This design comes from an exercise in tuning for small area on the open sky130 flow, not from production work. In this exercise RTL edits were held to simulation tests only and were not proved equivalent to the original. Power and IR drop assume default switching activity.

**flow/design.v**
```verilog
`default_nettype none
package link_pkg;
	localparam int BLOCK_W    = 128;
	localparam int KEY_W      = 128;
	localparam int IV_W       = 64;
	localparam int LOAD_BITS  = BLOCK_W + KEY_W + IV_W;
	localparam int SYNC_COUNT = 10;
	localparam int LED_W      = 16;
	typedef logic [BLOCK_W-1:0] block_t;
	typedef logic [KEY_W-1:0]   key_t;
	typedef logic [IV_W-1:0]    iv_t;
	typedef logic [LED_W-1:0]   led_word_t;
	typedef logic [8:0]         load_count_t;
	typedef logic [7:0]         send_count_t;
	typedef struct packed {
		block_t pt;
		key_t   key;
		iv_t    iv;
	} cipher_in_t;
	typedef enum logic [7:0] {
		SEL_PT7  = 8'b1000_0000, SEL_PT6  = 8'b1100_0000,
		SEL_PT5  = 8'b1110_0000, SEL_PT4  = 8'b1111_0000,
		SEL_PT3  = 8'b1111_1000, SEL_PT2  = 8'b1111_1100,
		SEL_PT1  = 8'b1111_1110, SEL_PT0  = 8'b1111_1111,
		SEL_KEY7 = 8'b0111_1111, SEL_KEY6 = 8'b0011_1111,
		SEL_KEY5 = 8'b0001_1111, SEL_KEY4 = 8'b0000_1111,
		SEL_KEY3 = 8'b0000_0111, SEL_KEY2 = 8'b0000_0011,
		SEL_KEY1 = 8'b0000_0001, SEL_KEY0 = 8'b0000_0000,
		SEL_IV3  = 8'b1010_0000, SEL_IV2  = 8'b1011_0000,
		SEL_IV1  = 8'b1011_1000, SEL_IV0  = 8'b1011_1100,
		SEL_CT7  = 8'b1001_0000, SEL_CT6  = 8'b1001_1000,
		SEL_CT5  = 8'b1001_1100, SEL_CT4  = 8'b1001_1110,
		SEL_CT3  = 8'b1001_1111, SEL_CT2  = 8'b1000_1000,
		SEL_CT1  = 8'b1000_1100, SEL_CT0  = 8'b1000_1110
	} led_sel_e;
	typedef enum logic [2:0] {
		SRC_NONE,
		SRC_PT,
		SRC_KEY,
		SRC_IV,
		SRC_CT
	} led_src_e;
	typedef struct packed {
		led_src_e   src;
		logic [2:0] word;
	} led_pick_t;
	typedef enum logic {
		LOAD_IDLE,
		LOAD_ACKED
	} loader_state_e;
	typedef enum logic {
		SEND_IDLE,
		SEND_REQUESTING
	} sender_state_e;
endpackage
`default_nettype wire
`timescale 1ns/10ps
`default_nettype none
module level_filter (
	input  wire  clk,
	input  wire  rst,
	input  wire  line,
	output logic stable_high,
	output logic stable_low
);
	logic [3:0] high_cnt;
	logic [3:0] low_cnt;
	assign stable_high = (high_cnt == 4'(link_pkg::SYNC_COUNT));
	assign stable_low  = (low_cnt == 4'(link_pkg::SYNC_COUNT));
	always_ff @(posedge clk or posedge rst)
	begin
		if (rst)
		begin
			high_cnt <= '0;
		end
		else if (!line)
		begin
			high_cnt <= '0;
		end
		else if (!stable_high)
		begin
			high_cnt <= high_cnt + 4'd1;
		end
	end
	always_ff @(posedge clk or posedge rst)
	begin
		if (rst)
		begin
			low_cnt <= '0;
		end
		else if (line)
		begin
			low_cnt <= '0;
		end
		else if (!stable_low)
		begin
			low_cnt <= low_cnt + 4'd1;
		end
	end
endmodule
`default_nettype wire
`timescale 1ns/10ps
`default_nettype none
module bit_loader (
	input  wire                      clk,
	input  wire                      rst,
	input  wire                      req_high,
	input  wire                      req_low,
	input  wire                      data_in,
	output logic                     ack_out,
	output link_pkg::cipher_in_t     cipher_in
);
	link_pkg::loader_state_e         state;
	link_pkg::load_count_t           count;
	logic [link_pkg::LOAD_BITS-1:0]  frame;
	logic                            take_bit;
	assign take_bit = (state == link_pkg::LOAD_IDLE) && req_high
		&& (count < link_pkg::load_count_t'(link_pkg::LOAD_BITS));
	assign ack_out = (state == link_pkg::LOAD_ACKED);
	always_ff @(posedge clk or posedge rst)
	begin
		if (rst)
		begin
			state <= link_pkg::LOAD_IDLE;
			count <= '0;
		end
		else
		begin
			case (state)
				link_pkg::LOAD_IDLE:
				begin
					if (take_bit)
					begin
						state <= link_pkg::LOAD_ACKED;
						count <= count + 9'd1;
					end
				end
				link_pkg::LOAD_ACKED:
				begin
					if (req_low)
					begin
						state <= link_pkg::LOAD_IDLE;
					end
				end
				default:
				begin
					state <= link_pkg::LOAD_IDLE;
				end
			endcase
		end
	end
	always_ff @(posedge clk or posedge rst)
	begin
		if (rst)
		begin
			frame <= '0;
		end
		else if (take_bit)
		begin
			frame <= {frame[link_pkg::LOAD_BITS-2:0], data_in};
		end
	end
	always_ff @(posedge clk or posedge rst)
	begin
		if (rst)
		begin
			cipher_in <= '0;
		end
		else
		begin
			cipher_in <= frame;
		end
	end
endmodule
`default_nettype wire
`timescale 1ns/10ps
`default_nettype none
module block_sender (
	input  wire                    clk,
	input  wire                    rst,
	input  wire                    ct_valid_high,
	input  wire                    ack_high,
	input  wire                    ack_low,
	input  wire link_pkg::block_t  ct,
	output logic                   req_out,
	output logic                   ct_bit
);
	link_pkg::sender_state_e       state;
	link_pkg::send_count_t         count;
	logic                          start_bit;
	assign start_bit = (state == link_pkg::SEND_IDLE) && ct_valid_high && ack_low
		&& (count < link_pkg::send_count_t'(link_pkg::BLOCK_W));
	assign req_out = (state == link_pkg::SEND_REQUESTING);
	always_ff @(posedge clk or posedge rst)
	begin
		if (rst)
		begin
			state  <= link_pkg::SEND_IDLE;
			count  <= '0;
			ct_bit <= 1'b0;
		end
		else
		begin
			case (state)
				link_pkg::SEND_IDLE:
				begin
					if (start_bit)
					begin
						state  <= link_pkg::SEND_REQUESTING;
						ct_bit <= ct[count[$clog2(link_pkg::BLOCK_W)-1:0]];
					end
				end
				link_pkg::SEND_REQUESTING:
				begin
					if (ack_high)
					begin
						state <= link_pkg::SEND_IDLE;
						count <= count + 8'd1;
					end
				end
				default:
				begin
					state <= link_pkg::SEND_IDLE;
				end
			endcase
		end
	end
endmodule
`default_nettype wire
`timescale 1ns/10ps
`default_nettype none
module led_readout (
	input  wire                        clk,
	input  wire                        rst,
	input  wire link_pkg::led_sel_e    led_sel,
	input  wire link_pkg::cipher_in_t  cipher_in,
	input  wire link_pkg::block_t      ct,
	output link_pkg::led_word_t        led_data
);
	link_pkg::led_pick_t   pick;
	link_pkg::led_word_t   slice;
	always_comb
	begin
		case (led_sel)
			link_pkg::SEL_PT7:  pick = {link_pkg::SRC_PT, 3'd7};
			link_pkg::SEL_PT6:  pick = {link_pkg::SRC_PT, 3'd6};
			link_pkg::SEL_PT5:  pick = {link_pkg::SRC_PT, 3'd5};
			link_pkg::SEL_PT4:  pick = {link_pkg::SRC_PT, 3'd4};
			link_pkg::SEL_PT3:  pick = {link_pkg::SRC_PT, 3'd3};
			link_pkg::SEL_PT2:  pick = {link_pkg::SRC_PT, 3'd2};
			link_pkg::SEL_PT1:  pick = {link_pkg::SRC_PT, 3'd1};
			link_pkg::SEL_PT0:  pick = {link_pkg::SRC_PT, 3'd0};
			link_pkg::SEL_KEY7: pick = {link_pkg::SRC_KEY, 3'd7};
			link_pkg::SEL_KEY6: pick = {link_pkg::SRC_KEY, 3'd6};
			link_pkg::SEL_KEY5: pick = {link_pkg::SRC_KEY, 3'd5};
			link_pkg::SEL_KEY4: pick = {link_pkg::SRC_KEY, 3'd4};
			link_pkg::SEL_KEY3: pick = {link_pkg::SRC_KEY, 3'd3};
			link_pkg::SEL_KEY2: pick = {link_pkg::SRC_KEY, 3'd2};
			link_pkg::SEL_KEY1: pick = {link_pkg::SRC_KEY, 3'd1};
			link_pkg::SEL_KEY0: pick = {link_pkg::SRC_KEY, 3'd0};
			link_pkg::SEL_IV3:  pick = {link_pkg::SRC_IV, 3'd3};
			link_pkg::SEL_IV2:  pick = {link_pkg::SRC_IV, 3'd2};
			link_pkg::SEL_IV1:  pick = {link_pkg::SRC_IV, 3'd1};
			link_pkg::SEL_IV0:  pick = {link_pkg::SRC_IV, 3'd0};
			link_pkg::SEL_CT7:  pick = {link_pkg::SRC_CT, 3'd7};
			link_pkg::SEL_CT6:  pick = {link_pkg::SRC_CT, 3'd6};
			link_pkg::SEL_CT5:  pick = {link_pkg::SRC_CT, 3'd5};
			link_pkg::SEL_CT4:  pick = {link_pkg::SRC_CT, 3'd4};
			link_pkg::SEL_CT3:  pick = {link_pkg::SRC_CT, 3'd3};
			link_pkg::SEL_CT2:  pick = {link_pkg::SRC_CT, 3'd2};
			link_pkg::SEL_CT1:  pick = {link_pkg::SRC_CT, 3'd1};
			link_pkg::SEL_CT0:  pick = {link_pkg::SRC_CT, 3'd0};
			default:            pick = {link_pkg::SRC_NONE, 3'd0};
		endcase
	end
	always_comb
	begin
		case (pick.src)
			link_pkg::SRC_PT:  slice = cipher_in.pt[pick.word*link_pkg::LED_W +: link_pkg::LED_W];
			link_pkg::SRC_KEY: slice = cipher_in.key[pick.word*link_pkg::LED_W +: link_pkg::LED_W];
			link_pkg::SRC_IV:  slice = cipher_in.iv[pick.word[1:0]*link_pkg::LED_W +: link_pkg::LED_W];
			link_pkg::SRC_CT:  slice = ct[pick.word*link_pkg::LED_W +: link_pkg::LED_W];
			default:           slice = '0;
		endcase
	end
	always_ff @(posedge clk or posedge rst)
	begin
		if (rst)
		begin
			led_data <= '0;
		end
		else
		begin
			led_data <= slice;
		end
	end
endmodule
`default_nettype wire
`timescale 1ns/10ps
`default_nettype none
module link_top (
	input  wire                     clk,
	input  wire                     rst,
	input  wire                     req_in,
	input  wire                     data_in,
	output logic                    ack_out,
	input  wire                     ct_valid,
	input  wire                     ack_in,
	output logic                    req_out,
	output logic                    ct_bit,
	input  wire  [7:0]              led_sel,
	output link_pkg::led_word_t     led_data,
	output link_pkg::cipher_in_t    cipher_in,
	input  wire link_pkg::block_t   ct
);
	logic                  req_high;
	logic                  req_low;
	logic                  ack_high;
	logic                  ack_low;
	logic                  ct_valid_high;
	link_pkg::led_sel_e    led_code;
	assign led_code = link_pkg::led_sel_e'(led_sel);
	level_filter req_filter_i (
		.clk         (clk),
		.rst         (rst),
		.line        (req_in),
		.stable_high (req_high),
		.stable_low  (req_low)
	);
	level_filter ack_filter_i (
		.clk         (clk),
		.rst         (rst),
		.line        (ack_in),
		.stable_high (ack_high),
		.stable_low  (ack_low)
	);
	level_filter ct_valid_filter_i (
		.clk         (clk),
		.rst         (rst),
		.line        (ct_valid),
		.stable_high (ct_valid_high),
		.stable_low  ()
	);
	bit_loader bit_loader_i (
		.clk       (clk),
		.rst       (rst),
		.req_high  (req_high),
		.req_low   (req_low),
		.data_in   (data_in),
		.ack_out   (ack_out),
		.cipher_in (cipher_in)
	);
	block_sender block_sender_i (
		.clk           (clk),
		.rst           (rst),
		.ct_valid_high (ct_valid_high),
		.ack_high      (ack_high),
		.ack_low       (ack_low),
		.ct            (ct),
		.req_out       (req_out),
		.ct_bit        (ct_bit)
	);
	led_readout led_readout_i (
		.clk       (clk),
		.rst       (rst),
		.led_sel   (led_code),
		.cipher_in (cipher_in),
		.ct        (ct),
		.led_data  (led_data)
	);
endmodule
`default_nettype wire
```
**flow/run.sh**
```bash
#!/bin/bash
# synth_recipe.tcl (not shown) runs the flow's synth.tcl, then flattens the netlist and writes it again
# the make line also repeats each setting of config.mk as NAME=value (left out here)
make -C /OpenROAD-flow-scripts/flow DESIGN_CONFIG=/design/flow/config.mk WORK_HOME=/design/flow/orfs CLKGATE_MAP_FILE= SYNTH_SCRIPT=/design/flow/synth_recipe.tcl finish
```
**flow/config.mk**
```make
export PLATFORM = sky130hd
export DESIGN_NAME = link_top
export DESIGN_NICKNAME = link_top
export VERILOG_FILES = /design/flow/design.v
export SDC_FILE = /design/flow/constraint.sdc
export NUM_CORES = 4
export LEC_CHECK = 0
export CAP_MARGIN = 20
export CORE_MARGIN = 2
export CORE_UTILIZATION = 40
export SLEW_MARGIN = 20
```
**flow/constraint.sdc**
```tcl
create_clock -name core_clock -period 5.0 [get_ports {clk}]
set_input_delay 1.0000 -clock core_clock [delete_from_list [all_inputs] [get_ports {clk}]]
set_output_delay 1.0000 -clock core_clock [all_outputs]
set_load 0.01 [all_outputs]
```
==> results of run 1 <==
logic make-up after synthesis:
logic type | after synthesis | synth area share (%)
adders and majority gates | 12 | 0.548
xor gates and xnor gates | 25 | 0.799
and+or+nand+nor | 194 | 3.57
buffers and inverters | 191 | 2.93
AOI/OAI and AO/OA | 363 | 10.1
DFF | 696 | 63.5
muxes | 415 | 18.5
layout make-up:
type                       instances  area (um^2)
clock buffer                     104         2160
tap                              873         1090
clock inverter                    26          345
antenna                            7         17.5
sequential                       696        17400
multi-input combinational       1009         9270
timing repair buffer             553         5540
fill                            5630        31500
inverter                          54          206
flip-flops by register name, summed over array words and instances (netlist names):
| signal | flops |
|---|---|
| bit_loader_i.state | 1 |
| req_filter_i.high_cnt | 4 |
| bit_loader_i.count | 9 |
| req_filter_i.low_cnt | 4 |
| bit_loader_i.cipher_in | 320 |
| ack_filter_i.low_cnt | 4 |
| led_readout_i.led_data | 16 |
| ack_filter_i.high_cnt | 4 |
| block_sender_i.count | 8 |
| ct_valid_filter_i.high_cnt | 4 |
| block_sender_i.ct_bit | 1 |
| bit_loader_i.frame | 320 |
| block_sender_i.state | 1 |
metal layers:
layer | GRT usage (%) | part of all wire, % | up-vias | wire [um]
met3 | 5.56 | 6.5 | 171 | 6470
met5 | 0 | 0.011 | - | 11
li1 | - | - | 8065 | -
met1 | 36.0 | 41 | 10100 | 40300
met2 | 46.2 | 49 | 784 | 48700
met4 | 10.9 | 3.5 | 2 | 3460
critical path, delay by kind of cell:
| family | cells | cell delay (ps) |
|---|---|---|
| AOI/OAI and AO/OA | 4 | 1830 |
| buffers and inverters | 3 | 1190 |
| muxes | 1 | 250 |
| and+or+nand+nor | 2 | 590 |
synthesized netlist by cell type, drive strengths merged (2+ instances only):
library cell,number
inv,53
a221o,6
mux2,329
o311ai,45
xor2,7
nor2,17
a2111oi,31
o211a,2
ha,12
mux4,41
o21ai,76
a211oi,74
nand2,55
o211ai,2
and2,8
dfrtp,696
a211o,3
nand4b,2
a221oi,6
a21oi,16
or3,2
a22o,84
xnor2,18
clkbuf,87
mux2i,45
buf,50
a311o,10
nor4b,2
nand3,56
and3,23
or2,6
nor3b,3
nand3b,3
nand4,5
and4,2
nor3,6
stage by stage:
step	setup WS, ps	hold slack (ps)	util (%)	power (uW)	cells
2_1_floorplan	-5530	350	-	6030	1896
3_3_place_gp	96.2	357	49.7	6330	3185
3_5_place_dp	101	359	49.7	6340	3185
4_1_cts	753	374	53.4	12000	3315
5_1_grt	540	380	53.4	12300	3322
6_report	669	373	53.4	11900	3322
power groups by stage:
stage | clock network (uW) | registers [uW] | logic [uW]
floorplan | 0 | 5770 | 252
global placement | 0 | 5770 | 567
detailed placement | 0 | 5770 | 576
CTS | 5760 | 5660 | 579
global route | 5990 | 5660 | 619
finish | 5660 | 5660 | 578
worst min path at each step:
stage	slack, ps	to
after floorplan	350	bit_loader_i.cipher_in[319]
after CTS	370	bit_loader_i.cipher_in[319]
after global routing	380	bit_loader_i.cipher_in[319]
after detailed placement	360	bit_loader_i.cipher_in[319]
final	370	bit_loader_i.cipher_in[319]
after global placement	360	bit_loader_i.cipher_in[319]
==> impl_metrics.toml, run 1 <==
[run_status]
status = "finished clean"

[timing]
worst_pin_slew_ps = 1040
max_slew_margin_pct = 28.6
min_period_ps = 4330
fmax_mhz = 231
fin_crit_sh_pct = 86.6
slew_viol_final = 0
hold_viol = 0
skew_ps = 18.7
rsz0062_at_grt = "false"
finalSetupViolCount = 0
tns_ps = 0

[synth]
async_flop_share_pct = 100
ys_ff_latch = 696
synth_area_leader_cell = "dfrtp_1"
netlist.area_leader.share_pct = 63.5
synthCells = 1896
synth_area_leaders = "dfrtp_1 64%, mux2_2 14%, mux4_2 3.4%, a22o_1 2.7%, a211oi_1 2.0%"
syn_avg_cell_area_um2 = 14.5
syn_nets = 2050
synth-seq-area-share_pct = 63.5
synth-edff-count = 0
synth.cell_area_mm2 = 0.0274
ys.flop_type = "dfrtp_1"
ys_types = 55
synth_warnings = 4

[clock_tree]
root_buffer = "clkbuf_16"
clkTransAtPathRegs_ps = 70
clock_path_buffers = 3
post_cts_buffers = 0
cts_tree = "yes"
htreeDepth = 3
cts.hold.buffers_added = 0
cts.sinks = 696
cts_made_buffers = 73
post_cts_resized = 0
clk_latency_ps = 620

[floorplanning]
die_area_mm2 = 0.0707
num_rows = 95
die_width_um = 266
initial_core_util_pct = 40.6
pin_count = 481
core_area_mm2 = 0.0675
die_h_um = 266

[place]
hpwlAfterDp_um = 75300
io_buffers = 480
place_congestion = 0.941
placed_area_mm2 = 0.0335

[critical_path]
r2r_end = "block_sender_i.ct_bit"
path_max_fanout = 35
setup.worst_path.end = "led_readout_i.led_data[8]"
cp.arrival_ps = 4880
reg2reg_slack_ps = 1610
path_cells = "clkdlybuf4s50_1, and4_1, a211o_2, and2_4, buf_4, o311ai_0, mux2i_1, a2111oi_0, buf_4, a311o_1"
reg2reg_from = "block_sender_i.count[1]"
cp_slowest_stage_delay_ps = 990
ff2ff_path_depth = 6
required_ps = 5550
path_class = "in -> reg"
crit_path_frequent_cell = "buf_4"
start_kind = "primary input"
critPathSlowestCell = "a2111oi_0"
startpoint = "led_sel[2]"
end_kind = "flip-flop"

[detailed_routing]
wl_per_cell_um = 29.8
antenna_left = 0
viasPerCell = 5.75
drc = 0
drt_iter0_drc = 1718
num_vias = 19100
first_pass_iters = 7
drt_wl_total_um = 98900

[cells_and_area]
finalInstanceArea_mm2 = 0.0360
layout_common_cells = "694 x dfrtp_1, 480 x clkdlybuf4s50_1, 329 x mux2_2"
final_common_cell = "dfrtp_1"
area_growth_pct = 31.5
fin_nets = 2541
drive_gt1_share_pct = 23.7

[power]
switchingPower_uw = 2660
pwr_density_cell_mw_per_mm2 = 330
p_seq_share_pct = 47.6
power_frac_clock_pct = 47.6
vdd_ir_drop_max_mv = 0.194
switching_share_pct = 22.3
p_leak_uw = 0.0164
p_comb_share_pct = 4.9
internal_power_uw = 9250

[min_path]
min-delay-start = "bit_loader_i.frame[319]"
min_path_cells = 0
hold_path.class = "reg -> reg"

[global_route]
grt_usage_pct = 27.8
grt_pass1_wl_um = 141000
grt_overflow = 0
antenna_found_initial = 9
grt_pass1_vias = 19500
grt_max_degree = 142

[run]
drv_cap = 0
==> inputs of run 2 (changes only) <==
--- a/flow/design.v
+++ b/flow/design.v
@@ -65,6 +65,8 @@
 );
-	logic [3:0] high_cnt;
-	logic [3:0] low_cnt;
-	assign stable_high = (high_cnt == 4'(link_pkg::SYNC_COUNT));
-	assign stable_low  = (low_cnt == 4'(link_pkg::SYNC_COUNT));
+	logic       level;
+	logic [3:0] cnt;
+	logic       full;
+	assign full        = (cnt == 4'(link_pkg::SYNC_COUNT));
+	assign stable_high = full && level;
+	assign stable_low  = full && !level;
 	always_ff @(posedge clk or posedge rst)
@@ -73,13 +75,24 @@
 		begin
-			high_cnt <= '0;
+			level <= 1'b0;
+			cnt   <= '0;
 		end
-		else if (!line)
+		else if (line != level)
 		begin
-			high_cnt <= '0;
+			level <= line;
+			cnt   <= 4'd1;
 		end
-		else if (!stable_high)
+		else if (!full)
 		begin
-			high_cnt <= high_cnt + 4'd1;
+			cnt <= cnt + 4'd1;
 		end
 	end
+endmodule
+module level_filter_high (
+	input  wire  clk,
+	input  wire  rst,
+	input  wire  line,
+	output logic stable_high
+);
+	logic [3:0] high_cnt;
+	assign stable_high = (high_cnt == 4'(link_pkg::SYNC_COUNT));
 	always_ff @(posedge clk or posedge rst)
@@ -88,11 +101,11 @@
 		begin
-			low_cnt <= '0;
+			high_cnt <= '0;
 		end
-		else if (line)
+		else if (!line)
 		begin
-			low_cnt <= '0;
+			high_cnt <= '0;
 		end
-		else if (!stable_low)
+		else if (!stable_high)
 		begin
-			low_cnt <= low_cnt + 4'd1;
+			high_cnt <= high_cnt + 4'd1;
 		end
@@ -114,4 +127,5 @@
 	link_pkg::load_count_t           count;
-	logic [link_pkg::LOAD_BITS-1:0]  frame;
 	logic                            take_bit;
+	logic                            shift_pending;
+	logic                            last_bit;
 	assign take_bit = (state == link_pkg::LOAD_IDLE) && req_high
@@ -155,9 +169,13 @@
 		begin
-			frame <= '0;
+			shift_pending <= 1'b0;
 		end
-		else if (take_bit)
+		else
 		begin
-			frame <= {frame[link_pkg::LOAD_BITS-2:0], data_in};
+			shift_pending <= take_bit;
 		end
 	end
+	always_ff @(posedge clk)
+	begin
+		last_bit <= data_in;
+	end
 	always_ff @(posedge clk or posedge rst)
@@ -168,5 +186,5 @@
 		end
-		else
+		else if (shift_pending)
 		begin
-			cipher_in <= frame;
+			cipher_in <= {cipher_in[link_pkg::LOAD_BITS-2:0], last_bit};
 		end
@@ -336,3 +354,3 @@
 	);
-	level_filter ct_valid_filter_i (
+	level_filter_high ct_valid_filter_i (
 		.clk         (clk),
@@ -340,4 +358,3 @@
 		.line        (ct_valid),
-		.stable_high (ct_valid_high),
-		.stable_low  ()
+		.stable_high (ct_valid_high)
 	);
==> run 2 against run 1 <==
  * Clock skew rose by 6.1 ps
  * Setup slack improved by 160 ps
  * Hold slack improved by 86 ps
  * Still clean
  * Non-clock buffer count shrank 37
  * Clock power is 43% lower
  * Die area decreased by 31%
  * Utilization is 1.9 points higher
  * Combinational power shrank 12%
  * Register-to-register slack gained 90 ps
  * Critical path type unchanged
  * Sequential power shrank 46%
==> impl_metrics.toml, run 2 <==
[critical_path]
required_ps = 5440
worst-path-buf-inv = 2
critPathSlowestCell = "and3_2"
path_cells = "clkdlybuf4s50_1, and2_1, o21a_1, a211oi_1, and3_2, buf_4, nand2_2, o221ai_1, o22ai_1"
reg2reg_from = "block_sender_i.count[0]"
start_kind = "primary input"
r2r_end = "block_sender_i.ct_bit"
path_max_fanout = 18
startpoint = "led_sel[2]"
reg2reg_slack_ps = 1700
path_class = "in -> reg"
ff2ff_path_depth = 7
cp.arrival_ps = 4610
critPathTopFamily = "compound AO/OA/AOI/OAI gates"
end_kind = "flip-flop"
cp_slowest_stage_delay_ps = 690

[floorplanning]
initial_core_util_pct = 40.3
pin_count = 481
die_width_um = 220
core_area_mm2 = 0.0463
num_rows = 79
die_area_mm2 = 0.0484
die_h_um = 220

[place]
io_buffers = 480
place_congestion = 0.906
hpwlAfterDp_um = 56800
pre_cts_ws_ps = 342

[cells_and_area]
area_growth_pct = 37.0
largest_reg_flops = 320
fin_nets = 2061
n_antenna_cell = 0
top_regs = "bit_loader_i.cipher_in (320), led_readout_i.led_data (16), bit_loader_i.count (9)"
drive_gt1_share_pct = 25.0
layout_common_cells = "480 x clkdlybuf4s50_1, 368 x dfrtp_1, 325 x mux2_2"
n_fill_cell = 4025
final_common_cell = "clkdlybuf4s50_1"
regMostFlops = "bit_loader_i.cipher_in"

[power]
pwr_density_cell_mw_per_mm2 = 265
p_leak_uw = 0.0110
vdd_ir_drop_max_mv = 0.200

[timing]
skew_ps = 24.8
rsz0062_at_grt = "false"
worst_pin_slew_ps = 1000
fmax_mhz = 240
hold_slack_ps = 460
hold_viol = 0
max_slew_margin_pct = 33.1
finalSetupViolCount = 0
fin_ws_ps = 828
slew_viol_final = 0
fin_crit_sh_pct = 83.4
min_period_ps = 4170

[synth]
synth-edff-count = 0
synth_area_leaders = "dfrtp_1 50%, mux2_2 20%, mux4_2 4.8%, a22o_1 2.8%, a211oi_1 2.1%"
netlist.area_leader.share_pct = 49.7
ys_types = 61
synth_warnings = 5
ys.flop_type = "dfrtp_1"
syn_avg_cell_area_um2 = 12.7
synth_most_common_cell = "dfrtp_1"
synth.cell_area_mm2 = 0.0187
synth_area_leader_cell = "dfrtp_1"
async_flop_share_pct = 99.7
yosys-top-cells-count = "371 x dfrtp_1, 325 x mux2_2, 93 x nand2_1"
synthCells = 1474
ys_ff_latch = 372
syn_nets = 1624
synth-seq-area-share_pct = 49.8

[clock_tree]
clkTransAtPathRegs_ps = 60
cts_made_buffers = 43
post_cts_resized = 0
htreeDepth = 2
clk_latency_ps = 580
clock_path_buffers = 3
cts.sinks = 372
root_buffer = "clkbuf_16"
cts_tree = "yes"
post_cts_buffers = 0
cts.hold.buffers_added = 0

[global_route]
antenna_found_initial = 3
grt_pass1_vias = 15300
grt_usage_pct = 30.9
grt_max_degree = 120
grt_pass1_wl_um = 109000
grt_overflow = 0

[detailed_routing]
wl_per_cell_um = 29.6
drc = 0
drt_wl_total_um = 75500
drt_iter0_drc = 1489
num_vias = 15400
first_pass_iters = 7
antenna_left = 0
viasPerCell = 6.03

[min_path]
min-delay-start = "bit_loader_i.last_bit"
min_path_cells = 1
hold_path.class = "reg -> reg"
whs_endpoint = "bit_loader_i.cipher_in[0]"

[run_status]
status = "finished clean"

[run]
drv_cap = 0
[run 2: cell families after synthesis]
family	Yosys count	share of synthesized area, %
compound gates	341	13.6
simple gates	196	5.29
mux	401	26.4
fa+ha+maj	8	0.536
xor+xnor	25	1.17
buf+inv	131	3.17
flops	372	49.8
[run 2: per-stage QoR]
| stage | utilization [%] | area [um^2] | total power, uW | instances | setup TNS (ps) |
|---|---|---|---|---|---|
| 5_1_grt | 55.3 | 25600 | 7010 | 2550 | 0 |
| 3_5_place_dp | 52.2 | 24200 | 3630 | 2473 | 0 |
| 2_1_floorplan | - | 18700 | 3350 | 1474 | -363630 |
| 6_report | 55.3 | 25600 | 6790 | 2550 | 0 |
| 4_1_cts | 55.3 | 25600 | 6840 | 2550 | 0 |
| 3_3_place_gp | 52.2 | 24200 | 3620 | 2473 | 0 |
[run 2: final cells by class]
type                       instances  area, um^2  area share [%]
timing repair buffer             516        5250            20.5
inverter                           7        30.0           0.117
sequential                       372        9310            36.4
clock buffer                      64        1270            4.99
multi-input combinational        971        8800            34.4
tap                              607         759            2.97
clock inverter                    13         146           0.572
[run 2: layer usage]
layer	vias up	part of all wire (%)	track usage, %
met1	7969	42	42.4
met3	116	7.6	5.65
met4	6	3.1	9.73
met5	-	0.058	0
met2	729	48	49.5
li1	6562	-	-
[run 2: power by group]
group | internal [uW] | switching [uW]
Combinational | 225 | 285
Clock | 1910 | 1300
Sequential | 3040 | 27.8
Total | 5170 | 1610
[run 2: worst reg2reg max path, cell delays in order (launching register included)]
cell and delay, ps:
dfrtp_2 850, buf_12 280, mux4_2 600, mux4_2 560, mux2_2 290, o211ai_1 150
o21ai_1 160, mux2_2 290
[run 2: worst max-delay path by stage]
stage                                     end  cells after the start
CTS                 led_readout_i.led_data[9]                      9
global placement    led_readout_i.led_data[9]                      9
global route        led_readout_i.led_data[9]                      9
detailed placement  led_readout_i.led_data[8]                      9
finish              led_readout_i.led_data[9]                      9
floorplan                 ack_filter_i.cnt[0]                      1

[afterwards: timing with drivers on the ports]
Ports are ideal in the flow. The routed layouts listed here were re-timed in OpenROAD.
Step 1 assumes that a clkbuf_16 drives the clock port and a buf_2 every other input.
Step 2 moves the port delays by t, midway between the first and last clock arrival at a register: inputs arrive t later, outputs are due t later. That takes back most of the time a late clock gives input paths.
Slacks: ideal ports / drivers / drivers and shift; pairs: ideal ports / drivers.
| run | t, ns | setup slack, ns | hold slack, ns | worst setup path at the end |
|---|---|---|---|---|
| run 1 | 0.677 | 0.669 / 0.696 / 0.020 | 0.373 / 0.373 / 0.373 | input to register |
| run 2 | 0.629 | 0.828 / 0.847 / 0.219 | 0.460 / 0.460 / 0.460 | input to register |
After both steps every run listed still meets setup and hold. The setup slack of run 1, which loses most, moves by +0.027 ns with the drivers and by -0.649 ns with both steps.
